From an optimization exercise on the open Yosys and OpenROAD flow, aimed at small area, a short achievable clock period and few clock cycles; shortcuts taken in it are not production practice.
Function was checked by simulation only, so behaviour that the tests miss may differ from the original.

==> run a <==
## line_follower_turn_sequencer
module line_follower_turn_sequencer
(
	input  wire                clk,
	input  wire                arst_n,
	input  wire                in_valid,
	output wire                in_ready,
	input  wire                in_ir_outer_left,
	input  wire                in_ir_inner_left,
	input  wire                in_ir_middle,
	input  wire                in_ir_inner_right,
	input  wire                in_ir_outer_right,
	input  wire                in_ir_park,
	input  wire signed [15:0]  in_yaw_rate,
	input  wire [31:0]         in_time_us,
	output wire                out_valid,
	input  wire                out_ready,
	output wire signed [7:0]   out_left_power,
	output wire signed [7:0]   out_right_power,
	output wire [2:0]          out_next_mode,
	input  wire                cfg_valid,
	output wire                cfg_ready,
	input  wire [1:0]          cfg_reg_index,
	input  wire [19:0]         cfg_wdata
);
Settings: LEC_CHECK=0, CAP_MARGIN=20, CORE_MARGIN=2, CORE_UTILIZATION=60, SETUP_SLACK_MARGIN=4.7, SLEW_MARGIN=20; clock period 8.0 ns.
run.sh (not shown) runs the stock make flow with config.mk's settings and CLKGATE_MAP_FILE= SYNTH_SCRIPT=/design/flow/synth_recipe.tcl, a recipe that flattens the netlist after the stock synthesis.
==> inputs of run b, as changes to run a <==
--- a/flow/design.v
+++ b/flow/design.v
@@ -55,30 +55,27 @@
 endpackage
 `default_nettype wire
 `default_nettype none
 module lfts_mode_fsm
 (
 	input  wire [2:0] mode_i,
-	input  wire [5:0] ir_i,          
+	input  wire [3:0] code_i,        
 	input  wire       turn_done_i,
 	input  wire       back_done_i,
 	output reg  [2:0] next_o,
 	output reg        clr_o
 );
-	wire ol  = ir_i[5];
-	wire il  = ir_i[4];
-	wire mid = ir_i[3];
-	wire irr = ir_i[2];
-	wire orr = ir_i[1];
-	wire pk  = ir_i[0];
+	wire [1:0] chk = code_i[3:2];    
+	wire       mid = code_i[1];
+	wire       e   = code_i[0];
 	always @(*) begin
 		next_o = mode_i;
 		clr_o  = 1'b0;
 		case (mode_i)
 			lfts_pkg::MODE_LEFT: begin
-				if (!ol && !il && mid && !irr && !orr) begin
+				if (chk == 2'd0 && e) begin
 					next_o = lfts_pkg::MODE_FWD;
 					clr_o  = 1'b1;
 				end
 			end
 			lfts_pkg::MODE_RIGHT: begin
 				if (mid) begin
@@ -96,26 +93,50 @@
 				if (back_done_i) begin
 					next_o = lfts_pkg::MODE_CHECK;
 					clr_o  = 1'b1;
 				end
 			end
 			lfts_pkg::MODE_CHECK: begin
-				if (mid) next_o = lfts_pkg::MODE_FWD;
-				if (il)  next_o = lfts_pkg::MODE_RIGHT;
-				if (irr) next_o = lfts_pkg::MODE_LEFT;
+				case (chk)
+					2'd0:    next_o = lfts_pkg::MODE_FWD;
+					2'd1:    next_o = lfts_pkg::MODE_LEFT;
+					2'd3:    next_o = lfts_pkg::MODE_RIGHT;
+					default: next_o = lfts_pkg::MODE_CHECK;
+				endcase
 			end
 			default: begin
 				next_o = lfts_pkg::MODE_FWD;
-				if (!il && !mid && irr && !pk) next_o = lfts_pkg::MODE_LEFT;
-				if (il && !mid && !irr && !pk) next_o = lfts_pkg::MODE_RIGHT;
-				if (ol && il && mid && irr && orr && !pk) next_o = lfts_pkg::MODE_TURN90;
-				if (!ol && !il && !mid && !irr && !orr && !pk) next_o = lfts_pkg::MODE_TURNAROUND;
+				if (e) begin
+					case (chk)
+						2'd1:    next_o = mid ? lfts_pkg::MODE_TURN90 : lfts_pkg::MODE_LEFT;
+						2'd2:    next_o = lfts_pkg::MODE_TURNAROUND;
+						2'd3:    next_o = lfts_pkg::MODE_RIGHT;
+						default: next_o = lfts_pkg::MODE_FWD;
+					endcase
+				end
 			end
 		endcase
 	end
 endmodule
+module lfts_ir_code
+(
+	input  wire [5:0] ir_i,          
+	output wire [3:0] code_o
+);
+	wire ol  = ir_i[5];
+	wire il  = ir_i[4];
+	wire mid = ir_i[3];
+	wire irr = ir_i[2];
+	wire orr = ir_i[1];
+	wire pk  = ir_i[0];
+	wire [1:0] chk = irr ? 2'd1 : il ? 2'd3 : mid ? 2'd0 : 2'd2;
+	wire left_exit = !ol && !il && mid && !irr && !orr;
+	wire fwd_turn  = !pk && ((!il && !mid && irr) || (il && !mid && !irr)
+		|| (ol && il && mid && irr && orr) || (!ol && !il && !mid && !irr && !orr));
+	assign code_o = {chk, mid, left_exit || fwd_turn};
+endmodule
 module lfts_add #(
 	parameter int W = 8
 ) (
 	input  wire [W-1:0] a,
 	input  wire [W-1:0] b,
 	input  wire         ci,
@@ -346,13 +367,13 @@
 	logic        wr_angle;
 	assign wr_angle  = cfg_valid && cfg_ready_q && !cfg_reg_index[1];
 	assign cfg_ready = cfg_ready_q;
 	always_ff @(posedge clk or negedge arst_n) begin
 		if (!arst_n) begin
 			period_q    <= lfts_pkg::PERIOD_RST;
-			cfg_ready_q <= 1'b1;
+			cfg_ready_q <= 1'b0;    
 		end else begin
 			cfg_ready_q <= !wr_angle;
 			if (cfg_valid && cfg_ready_q && cfg_reg_index == lfts_pkg::REG_PERIOD) period_q <= cfg_wdata;
 		end
 	end
 	logic [3:0] occ_q;
@@ -364,59 +385,68 @@
 	assign pop      = out_valid_q && out_ready;
 	assign occ_nx   = (accept == pop) ? occ_q : accept ? occ_q + 4'd1 : occ_q - 4'd1;
 	assign in_ready = in_ready_q;
 	always_ff @(posedge clk or negedge arst_n) begin
 		if (!arst_n) begin
 			occ_q      <= '0;
-			in_ready_q <= 1'b1;
+			in_ready_q <= 1'b0;     
 		end else begin
 			occ_q      <= occ_nx;
 			in_ready_q <= occ_nx < 4'(CAP) && !wr_angle;
 		end
 	end
 	logic        v1, v2, v3, v4, v5;
 	logic        cm1, cm2, cm3, cm4;    
-	logic [5:0]  ir1, ir2, ir3, ir4;
+	logic [3:0]  ir1, ir2, ir3, ir4;    
+	logic [3:0]  ir_code;
 	logic [31:0] t1;
 	logic        int2, int3, int4;
 	always_ff @(posedge clk or negedge arst_n) begin
 		if (!arst_n) begin
 			v1 <= 1'b0; v2 <= 1'b0; v3 <= 1'b0; v4 <= 1'b0; v5 <= 1'b0;
 			cm1 <= 1'b0; cm2 <= 1'b0; cm3 <= 1'b0; cm4 <= 1'b0;
 		end else begin
 			v1 <= accept; v2 <= v1; v3 <= v2; v4 <= v3; v5 <= v4;
 			cm1 <= wr_angle; cm2 <= cm1; cm3 <= cm2; cm4 <= cm3;
 		end
 	end
+	lfts_ir_code u_code (
+		.ir_i   ({in_ir_outer_left, in_ir_inner_left, in_ir_middle,
+			in_ir_inner_right, in_ir_outer_right, in_ir_park}),
+		.code_o (ir_code)
+	);
 	always_ff @(posedge clk) begin
-		ir1 <= wr_angle ? {5'd0, cfg_reg_index[0]}
-			: {in_ir_outer_left, in_ir_inner_left, in_ir_middle,
-			   in_ir_inner_right, in_ir_outer_right, in_ir_park};
+		ir1 <= {ir_code[3:1], wr_angle ? cfg_reg_index[0] : ir_code[0]};
 		t1  <= in_time_us;
 	end
 	logic        pend_q;
 	logic [31:0] last_q;
 	logic        lo_ge, lo_due, hi_ne0, hi_ne1, due;
 	logic [21:0] xu, xv, xs;
 	logic        x_co, lo_co;
 	logic [19:0] lo_s;
-	logic [11:0] dh;
-	logic        dh_co;
+	logic [11:0] ha, hb;
+	logic        hz;
 	always_comb begin
 		xu = {2'b00, t1[19:0]} ^ {2'b11, ~last_q[19:0]} ^ {2'b11, ~period_q};
 		xv = ({2'b00, t1[19:0]} & {2'b11, ~last_q[19:0]})
 			| ({2'b00, t1[19:0]} & {2'b11, ~period_q})
 			| ({2'b11, ~last_q[19:0]} & {2'b11, ~period_q});
 	end
 	lfts_add #(.W(22)) u_x  (.a(xu), .b({xv[20:0], 1'b1}), .ci(1'b1), .s(xs), .co(x_co));
 	lfts_add #(.W(20)) u_lo (.a(t1[19:0]), .b(~last_q[19:0]), .ci(1'b1), .s(lo_s), .co(lo_co));
-	lfts_add #(.W(12)) u_hi (.a(t1[31:20]), .b(~last_q[31:20]), .ci(1'b1), .s(dh), .co(dh_co));
+	assign ha = t1[31:20];
+	assign hb = ~last_q[31:20];
+	always_comb begin
+		hz = !(ha[0] ^ hb[0]);
+		for (int i = 1; i < 12; i++) hz = hz && ((ha[i] ^ hb[i]) == (ha[i-1] | hb[i-1]));
+	end
 	assign lo_ge  = lo_co;                        
 	assign lo_due = lo_ge ? !xs[21] : (xs[21:20] != 2'b10);
 	assign hi_ne0 = t1[31:20] != last_q[31:20];
-	assign hi_ne1 = dh != 12'd1;
+	assign hi_ne1 = !hz;
 	assign due    = (lo_ge ? hi_ne0 : hi_ne1) || lo_due;
 	always_ff @(posedge clk or negedge arst_n) begin
 		if (!arst_n) begin
 			pend_q <= 1'b0;
 			last_q <= '0;
 		end else if (v1) begin
@@ -444,16 +474,17 @@
 		end
 		digits = {one, two, neg};
 	endfunction
 	logic        hi_next;
 	logic [15:0] ya_q;
 	logic [17:0] da_q;
-	logic        hi_a_q, hi_b_q;    
+	logic        hi_a_q;    
 	logic [25:0] ra, rb, ra_q, rb_q;
 	logic [25:0] r_q, bsum, addend, bu, bv;
 	logic [9:0]  lo10_q;
+	logic [15:0] ad_q;
 	logic        b_co;
 	assign hi_next = (v1 && pend_q) || cm1;
 	always_ff @(posedge clk) begin
 		if (!hi_next) ya_q <= wr_angle ? {7'd0, cfg_wdata[8:0]} : in_yaw_rate;
 		if (hi_next)  da_q <= digits(cm1 ? 10'(DEG_UNIT >> 10) : period_q[19:10]);
 		else          da_q <= digits(wr_angle ? 10'(DEG_UNIT) : period_q[9:0]);
@@ -463,82 +494,85 @@
 		.one (da_q[17:12]),
 		.two (da_q[11:6]),
 		.neg (da_q[4:0]),
 		.ra  (ra),
 		.rb  (rb)
 	);
-	assign addend = hi_b_q ? {{10{r_q[25]}}, r_q[25:10]} : 26'd0;
+	assign addend = {{10{ad_q[15]}}, ad_q};
 	assign bu     = ra_q ^ rb_q ^ addend;
 	assign bv     = (ra_q & rb_q) | (ra_q & addend) | (rb_q & addend);
 	lfts_add #(.W(26)) u_b (.a(bu), .b({bv[24:0], 1'b0}), .ci(1'b0), .s(bsum), .co(b_co));
 	always_ff @(posedge clk or negedge arst_n) begin
 		if (!arst_n) begin
 			hi_a_q <= 1'b0;
-			hi_b_q <= 1'b0;
 		end else begin
 			hi_a_q <= hi_next;
-			hi_b_q <= hi_a_q;
 		end
 	end
 	always_ff @(posedge clk) begin
 		ra_q   <= ra;
 		rb_q   <= rb;
 		r_q    <= bsum;
+		ad_q   <= hi_a_q ? bsum[25:10] : 16'd0;
 		lo10_q <= r_q[9:0];
 	end
 	logic [2:0]         mode_q;
 	logic signed [40:0] head_q;    
 	logic               ft_q, fb_q;
 	logic               ct, cb;
-	logic [2:0]         next_m;
-	logic               clr_m;
+	logic [2:0]         next_d, next_f;
+	logic               clr_d, clr_f;
+	logic [40:0]        head_o;    
+	logic               zero_q;    
 	logic [35:0]        step;
 	logic [40:0]        hsum;
 	logic [40:0]        hsat;
 	logic               h_co;
 	assign ct = !head_q[40] && (head_q[39:10] >= {7'd0, thr_t_q});
 	assign cb = !head_q[40] && (head_q[39:10] >= {7'd0, thr_b_q});
-	lfts_mode_fsm u_fsm (
-		.mode_i (mode_q), .ir_i (ir4),
-		.turn_done_i (int4 ? ft_q : ct), .back_done_i (int4 ? fb_q : cb),
-		.next_o (next_m), .clr_o (clr_m)
+	lfts_mode_fsm u_fsm_d (
+		.mode_i (mode_q), .code_i (ir4), .turn_done_i (ct), .back_done_i (cb),
+		.next_o (next_d), .clr_o (clr_d)
+	);
+	lfts_mode_fsm u_fsm_f (
+		.mode_i (mode_q), .code_i (ir4), .turn_done_i (ft_q), .back_done_i (fb_q),
+		.next_o (next_f), .clr_o (clr_f)
 	);
 	assign step = {r_q, lo10_q};
 	lfts_add #(.W(41)) u_h (
 		.a ({head_q[39], head_q[39:0]}), .b ({{5{step[35]}}, step}), .ci (1'b0),
 		.s (hsum), .co (h_co)
 	);
 	always_comb begin
 		if (head_q[40] != head_q[39]) hsat = head_q[40] ? {2'b11, 39'd0} : {2'b00, {39{1'b1}}};
 		else                          hsat = head_q;
+		if (v4 && int4)       head_o = {{5{step[35]}}, step};    
+		else if (zero_q)      head_o = '0;
+		else                  head_o = hsat;
 	end
 	always_ff @(posedge clk or negedge arst_n) begin
 		if (!arst_n) begin
 			mode_q  <= lfts_pkg::MODE_FWD;
 			head_q  <= '0;
+			zero_q  <= 1'b0;
 			ft_q    <= 1'b0;
 			fb_q    <= 1'b0;
 			thr_t_q <= 23'(lfts_pkg::TURN_ANGLE_RST) * DEG_UNIT;
 			thr_b_q <= 23'(lfts_pkg::TURNAROUND_ANGLE_RST) * DEG_UNIT;
 		end else begin
 			ft_q <= ct;
 			fb_q <= cb;
 			if (cm4 && !ir4[0]) thr_t_q <= step[22:0];
 			if (cm4 &&  ir4[0]) thr_b_q <= step[22:0];
-			if (v4 && int4) begin
-				mode_q <= next_m;
-				head_q <= clr_m ? {{5{step[35]}}, step} : hsum;
-			end else if (v4 && clr_m) begin
-				mode_q <= next_m;
-				head_q <= '0;
-				ft_q   <= thr_t_q == 23'd0;
-				fb_q   <= thr_b_q == 23'd0;
-			end else begin
-				if (v4) mode_q <= next_m;
-				head_q <= hsat;
+			head_q <= (v4 && int4 && !clr_f && !zero_q) ? hsum : head_o;
+			zero_q <= v4 && !int4 && clr_d;
+			if (zero_q) begin
+				ft_q <= thr_t_q == 23'd0;
+				fb_q <= thr_b_q == 23'd0;
 			end
+			if (v4) mode_q <= int4 ? next_f : next_d;
 		end
 	end
 	logic [2:0]    q_mem [QD];
 	logic [QA-1:0] q_wp, q_rp;
 	logic [QA:0]   q_cnt;
 	logic [2:0]    out_next_q;
--- a/flow/config.mk
+++ b/flow/config.mk
@@ -5,8 +5,11 @@
 export SDC_FILE = /design/flow/constraint.sdc
 export NUM_CORES = 4
 export LEC_CHECK = 0
 export CAP_MARGIN = 20
 export CORE_MARGIN = 2
 export CORE_UTILIZATION = 60
-export SETUP_SLACK_MARGIN = 4.7
+export CTS_CLUSTER_DIAMETER = 100
+export CTS_CLUSTER_SIZE = 20
+export SETUP_SLACK_MARGIN = 4.8
 export SLEW_MARGIN = 20
+export TNS_END_PERCENT = 10
==> comparison <==
Run b completed with no timing, DRC or antenna violations. Run a ran to the end with no violations. Of run a and run b, run b has the higher sequential cell count (gap 8). Via count is about the same in run b and run a. Against run b, the sequential share of layout area of run a is lower by 2.2 points. Routed wire length: run a is larger than run b (2.4%). Against run a, the synthesized area of run b is higher by 0.65%. Between run b and run a, the lower cell area is in run b (gap about 4%, measured against run a). In run a the synthesized cell count is smaller than in run b, by about 3%. Final cell count: run b is larger than run a (0.26%).
==> figures <==
quantity                                                  run b        run a
Die area                                            38,610 um^2  38,360 um^2
Area share of buffers outside the clock network          4.543%       4.832%
Final setup margin                                     4.796 ns     4.751 ns
Min cycle time layout                                  3.204 ns     3.249 ns
Met3 capacity usage during global routing                2.139%       3.816%
Post-synthesis adder-cell area fraction                  19.81%       20.21%
Outcome                                timing/DRC/antenna clean  timing/DRC/antenna clean
CTS clk-pin slew, worst paths                           0.08 ns      0.06 ns
Worst-case register-to-register setup slack             4.90 ns      4.75 ns
GP Congestion                                            0.8249       0.9153
Number of cells after detailed placement                  2,613        2,548
Min-Delay Endpoint                                       ir4[3]       ir3[1]
DPL Wire Length                                        36.29 mm     35.73 mm
Total CTS buffers                                            23           42
Xor/xnor share of the synthesized area                   6.304%       6.384%
Number of combinational gates with multiple inputs        1,449        1,418
Layout-to-synthesis area ratio                          1.0890x      1.1431x
Synthesized instance count                                2,138        2,076
Testbench counts of run a, summed over its fixed seeds: cycles 35,495.
Testbench counts of run b, summed over its fixed seeds: cycles 35,495.


==> zinc <==
Another version of the RTL of line_follower_turn_sequencer (not shown whole).
clock: 8.0 ns
lec_check: 0
cap_margin: 20
core_margin: 2
core_utilization: 60
setup_slack_margin: 4.7
slew_margin: 20
==> inputs of pepper, as changes to zinc <==
--- a/flow/design.v
+++ b/flow/design.v
@@ -346,13 +346,13 @@
 	logic        wr_angle;
 	assign wr_angle  = cfg_valid && cfg_ready_q && !cfg_reg_index[1];
 	assign cfg_ready = cfg_ready_q;
 	always_ff @(posedge clk or negedge arst_n) begin
 		if (!arst_n) begin
 			period_q    <= lfts_pkg::PERIOD_RST;
-			cfg_ready_q <= 1'b0;    
+			cfg_ready_q <= 1'b1;
 		end else begin
 			cfg_ready_q <= !wr_angle;
 			if (cfg_valid && cfg_ready_q && cfg_reg_index == lfts_pkg::REG_PERIOD) period_q <= cfg_wdata;
 		end
 	end
 	logic [3:0] occ_q;
@@ -364,13 +364,13 @@
 	assign pop      = out_valid_q && out_ready;
 	assign occ_nx   = (accept == pop) ? occ_q : accept ? occ_q + 4'd1 : occ_q - 4'd1;
 	assign in_ready = in_ready_q;
 	always_ff @(posedge clk or negedge arst_n) begin
 		if (!arst_n) begin
 			occ_q      <= '0;
-			in_ready_q <= 1'b0;     
+			in_ready_q <= 1'b1;
 		end else begin
 			occ_q      <= occ_nx;
 			in_ready_q <= occ_nx < 4'(CAP) && !wr_angle;
 		end
 	end
 	logic        v1, v2, v3, v4, v5;
@@ -385,42 +385,38 @@
 		end else begin
 			v1 <= accept; v2 <= v1; v3 <= v2; v4 <= v3; v5 <= v4;
 			cm1 <= wr_angle; cm2 <= cm1; cm3 <= cm2; cm4 <= cm3;
 		end
 	end
 	always_ff @(posedge clk) begin
-		ir1 <= {in_ir_outer_left, in_ir_inner_left, in_ir_middle,
-			in_ir_inner_right, in_ir_outer_right, wr_angle ? cfg_reg_index[0] : in_ir_park};
+		ir1 <= wr_angle ? {5'd0, cfg_reg_index[0]}
+			: {in_ir_outer_left, in_ir_inner_left, in_ir_middle,
+			   in_ir_inner_right, in_ir_outer_right, in_ir_park};
 		t1  <= in_time_us;
 	end
 	logic        pend_q;
 	logic [31:0] last_q;
 	logic        lo_ge, lo_due, hi_ne0, hi_ne1, due;
 	logic [21:0] xu, xv, xs;
 	logic        x_co, lo_co;
 	logic [19:0] lo_s;
-	logic [11:0] ha, hb;
-	logic        hz;
+	logic [11:0] dh;
+	logic        dh_co;
 	always_comb begin
 		xu = {2'b00, t1[19:0]} ^ {2'b11, ~last_q[19:0]} ^ {2'b11, ~period_q};
 		xv = ({2'b00, t1[19:0]} & {2'b11, ~last_q[19:0]})
 			| ({2'b00, t1[19:0]} & {2'b11, ~period_q})
 			| ({2'b11, ~last_q[19:0]} & {2'b11, ~period_q});
 	end
 	lfts_add #(.W(22)) u_x  (.a(xu), .b({xv[20:0], 1'b1}), .ci(1'b1), .s(xs), .co(x_co));
 	lfts_add #(.W(20)) u_lo (.a(t1[19:0]), .b(~last_q[19:0]), .ci(1'b1), .s(lo_s), .co(lo_co));
-	assign ha = t1[31:20];
-	assign hb = ~last_q[31:20];
-	always_comb begin
-		hz = !(ha[0] ^ hb[0]);
-		for (int i = 1; i < 12; i++) hz = hz && ((ha[i] ^ hb[i]) == (ha[i-1] | hb[i-1]));
-	end
+	lfts_add #(.W(12)) u_hi (.a(t1[31:20]), .b(~last_q[31:20]), .ci(1'b1), .s(dh), .co(dh_co));
 	assign lo_ge  = lo_co;                        
 	assign lo_due = lo_ge ? !xs[21] : (xs[21:20] != 2'b10);
 	assign hi_ne0 = t1[31:20] != last_q[31:20];
-	assign hi_ne1 = !hz;
+	assign hi_ne1 = dh != 12'd1;
 	assign due    = (lo_ge ? hi_ne0 : hi_ne1) || lo_due;
 	always_ff @(posedge clk or negedge arst_n) begin
 		if (!arst_n) begin
 			pend_q <= 1'b0;
 			last_q <= '0;
 		end else if (v1) begin
@@ -448,16 +444,17 @@
 		end
 		digits = {one, two, neg};
 	endfunction
 	logic        hi_next;
 	logic [15:0] ya_q;
 	logic [17:0] da_q;
-	logic        hi_a_q, hi_b_q;    
+	logic        hi_a_q;    
 	logic [25:0] ra, rb, ra_q, rb_q;
 	logic [25:0] r_q, bsum, addend, bu, bv;
 	logic [9:0]  lo10_q;
+	logic [15:0] ad_q;
 	logic        b_co;
 	assign hi_next = (v1 && pend_q) || cm1;
 	always_ff @(posedge clk) begin
 		if (!hi_next) ya_q <= wr_angle ? {7'd0, cfg_wdata[8:0]} : in_yaw_rate;
 		if (hi_next)  da_q <= digits(cm1 ? 10'(DEG_UNIT >> 10) : period_q[19:10]);
 		else          da_q <= digits(wr_angle ? 10'(DEG_UNIT) : period_q[9:0]);
@@ -467,56 +464,55 @@
 		.one (da_q[17:12]),
 		.two (da_q[11:6]),
 		.neg (da_q[4:0]),
 		.ra  (ra),
 		.rb  (rb)
 	);
-	assign addend = hi_b_q ? {{10{r_q[25]}}, r_q[25:10]} : 26'd0;
+	assign addend = {{10{ad_q[15]}}, ad_q};
 	assign bu     = ra_q ^ rb_q ^ addend;
 	assign bv     = (ra_q & rb_q) | (ra_q & addend) | (rb_q & addend);
 	lfts_add #(.W(26)) u_b (.a(bu), .b({bv[24:0], 1'b0}), .ci(1'b0), .s(bsum), .co(b_co));
 	always_ff @(posedge clk or negedge arst_n) begin
 		if (!arst_n) begin
 			hi_a_q <= 1'b0;
-			hi_b_q <= 1'b0;
 		end else begin
 			hi_a_q <= hi_next;
-			hi_b_q <= hi_a_q;
 		end
 	end
 	always_ff @(posedge clk) begin
 		ra_q   <= ra;
 		rb_q   <= rb;
 		r_q    <= bsum;
+		ad_q   <= hi_a_q ? bsum[25:10] : 16'd0;
 		lo10_q <= r_q[9:0];
 	end
 	logic [2:0]         mode_q;
-	logic signed [40:0] head_q;    
+	logic signed [39:0] head_q;
 	logic               ft_q, fb_q;
 	logic               ct, cb;
 	logic [2:0]         next_m;
 	logic               clr_m;
 	logic [35:0]        step;
 	logic [40:0]        hsum;
-	logic [40:0]        hsat;
+	logic [39:0]        hsat;
 	logic               h_co;
-	assign ct = !head_q[40] && (head_q[39:10] >= {7'd0, thr_t_q});
-	assign cb = !head_q[40] && (head_q[39:10] >= {7'd0, thr_b_q});
+	assign ct = !head_q[39] && (head_q[38:10] >= {6'd0, thr_t_q});
+	assign cb = !head_q[39] && (head_q[38:10] >= {6'd0, thr_b_q});
 	lfts_mode_fsm u_fsm (
 		.mode_i (mode_q), .ir_i (ir4),
 		.turn_done_i (int4 ? ft_q : ct), .back_done_i (int4 ? fb_q : cb),
 		.next_o (next_m), .clr_o (clr_m)
 	);
 	assign step = {r_q, lo10_q};
 	lfts_add #(.W(41)) u_h (
-		.a ({head_q[39], head_q[39:0]}), .b ({{5{step[35]}}, step}), .ci (1'b0),
+		.a ({head_q[39], head_q}), .b ({{5{step[35]}}, step}), .ci (1'b0),
 		.s (hsum), .co (h_co)
 	);
 	always_comb begin
-		if (head_q[40] != head_q[39]) hsat = head_q[40] ? {2'b11, 39'd0} : {2'b00, {39{1'b1}}};
-		else                          hsat = head_q;
+		if (hsum[40] != hsum[39]) hsat = hsum[40] ? {1'b1, 39'd0} : {1'b0, {39{1'b1}}};
+		else                      hsat = hsum[39:0];
 	end
 	always_ff @(posedge clk or negedge arst_n) begin
 		if (!arst_n) begin
 			mode_q  <= lfts_pkg::MODE_FWD;
 			head_q  <= '0;
 			ft_q    <= 1'b0;
@@ -525,21 +521,23 @@
 			thr_b_q <= 23'(lfts_pkg::TURNAROUND_ANGLE_RST) * DEG_UNIT;
 		end else begin
 			ft_q <= ct;
 			fb_q <= cb;
 			if (cm4 && !ir4[0]) thr_t_q <= step[22:0];
 			if (cm4 &&  ir4[0]) thr_b_q <= step[22:0];
-			if (v4 && int4) begin
-				mode_q <= next_m;
-				head_q <= clr_m ? {{5{step[35]}}, step} : hsum;
-			end else if (v4 && clr_m) begin
+			if (v4) begin
 				mode_q <= next_m;
-				head_q <= '0;    
-			end else begin
-				if (v4) mode_q <= next_m;
-				head_q <= hsat;
+				if (int4) begin
+					head_q <= clr_m ? {{4{step[35]}}, step} : hsat;
+				end else begin
+					if (clr_m) begin
+						head_q <= '0;
+						ft_q   <= thr_t_q == 23'd0;
+						fb_q   <= thr_b_q == 23'd0;
+					end
+				end
 			end
 		end
 	end
 	logic [2:0]    q_mem [QD];
 	logic [QA-1:0] q_wp, q_rp;
 	logic [QA:0]   q_cnt;
--- a/flow/config.mk
+++ b/flow/config.mk
@@ -4,9 +4,9 @@
 export VERILOG_FILES = /design/flow/design.v
 export SDC_FILE = /design/flow/constraint.sdc
 export NUM_CORES = 4
 export LEC_CHECK = 0
 export CAP_MARGIN = 20
 export CORE_MARGIN = 2
-export CORE_UTILIZATION = 60
+export CORE_UTILIZATION = 75
 export SETUP_SLACK_MARGIN = 4.7
 export SLEW_MARGIN = 20
==> summary.md <==
| Metric | Value |
|---|---|
| Top cells by count, synth | nand2_1, inv_1, dfxtp_1 |
| Largest register FFs | 40 |
| Non-clk buf share | 5.25% |
| Buf/Inv on CP | 2 |
| Worst setup margin | 4590 ps |
| Warnings, synthesis | 17 |
| Status | complete, no violations |
The numbers above come from pepper.

==> summary.md <==
| Metric | Value |
|---|---|
| DRT Wirelength | a little under 50000 um |
| Non-clk buf share | 5.56% |
| Top cells by count, synth | inv_1, ha_1, dfxtp_1, nand2_1, dfrtp_1 |
| Warnings, synthesis | 14 |
| Worst setup margin | 4540 ps |
| Status | complete, no violations |
| Largest register FFs | 41 |
The numbers above come from zinc.

Testbench counts of zinc, summed over its fixed seeds: cycles 35,495.
Testbench counts of pepper, summed over its fixed seeds: cycles 35,495.

==> re-timing with driven ports <==
How much do the figures lean on ideal ports? The routed layouts below were timed once more, with nothing changed but the port constraints.
Step 1 (the two cells are an assumption about what drives the block):
set clk [get_ports {clk}]
set_driving_cell -lib_cell sky130_fd_sc_hd__clkbuf_16 $clk
set_driving_cell -lib_cell sky130_fd_sc_hd__buf_2 [delete_from_list [all_inputs] $clk]
Step 2 moves the port delays by t, midway between the first and last clock arrival at a register: inputs arrive t later, outputs are due t later. That takes back most of the time a late clock gives input paths.
a / b / c = ideal / step 1 / step 2; a / b = the first two.
| run | t, ns | setup slack, ns | worst register clock-pin slew, ns |
|---|---|---|---|
| run a | 0.608 | 4.751 / 4.718 / 4.256 | 0.07 / 0.07 |
| run b | 0.591 | 4.796 / 4.743 / 4.330 | 0.09 / 0.09 |
| zinc | 0.604 | 4.535 / 4.535 / 4.391 | 0.06 / 0.06 |
| pepper | 0.593 | 4.593 / 4.593 / 4.294 | 0.07 / 0.07 |
After both steps every run listed still meets setup and hold. For run a, which loses most, drivers alone change the setup slack by -0.033 ns; drivers and shift together by -0.495 ns.
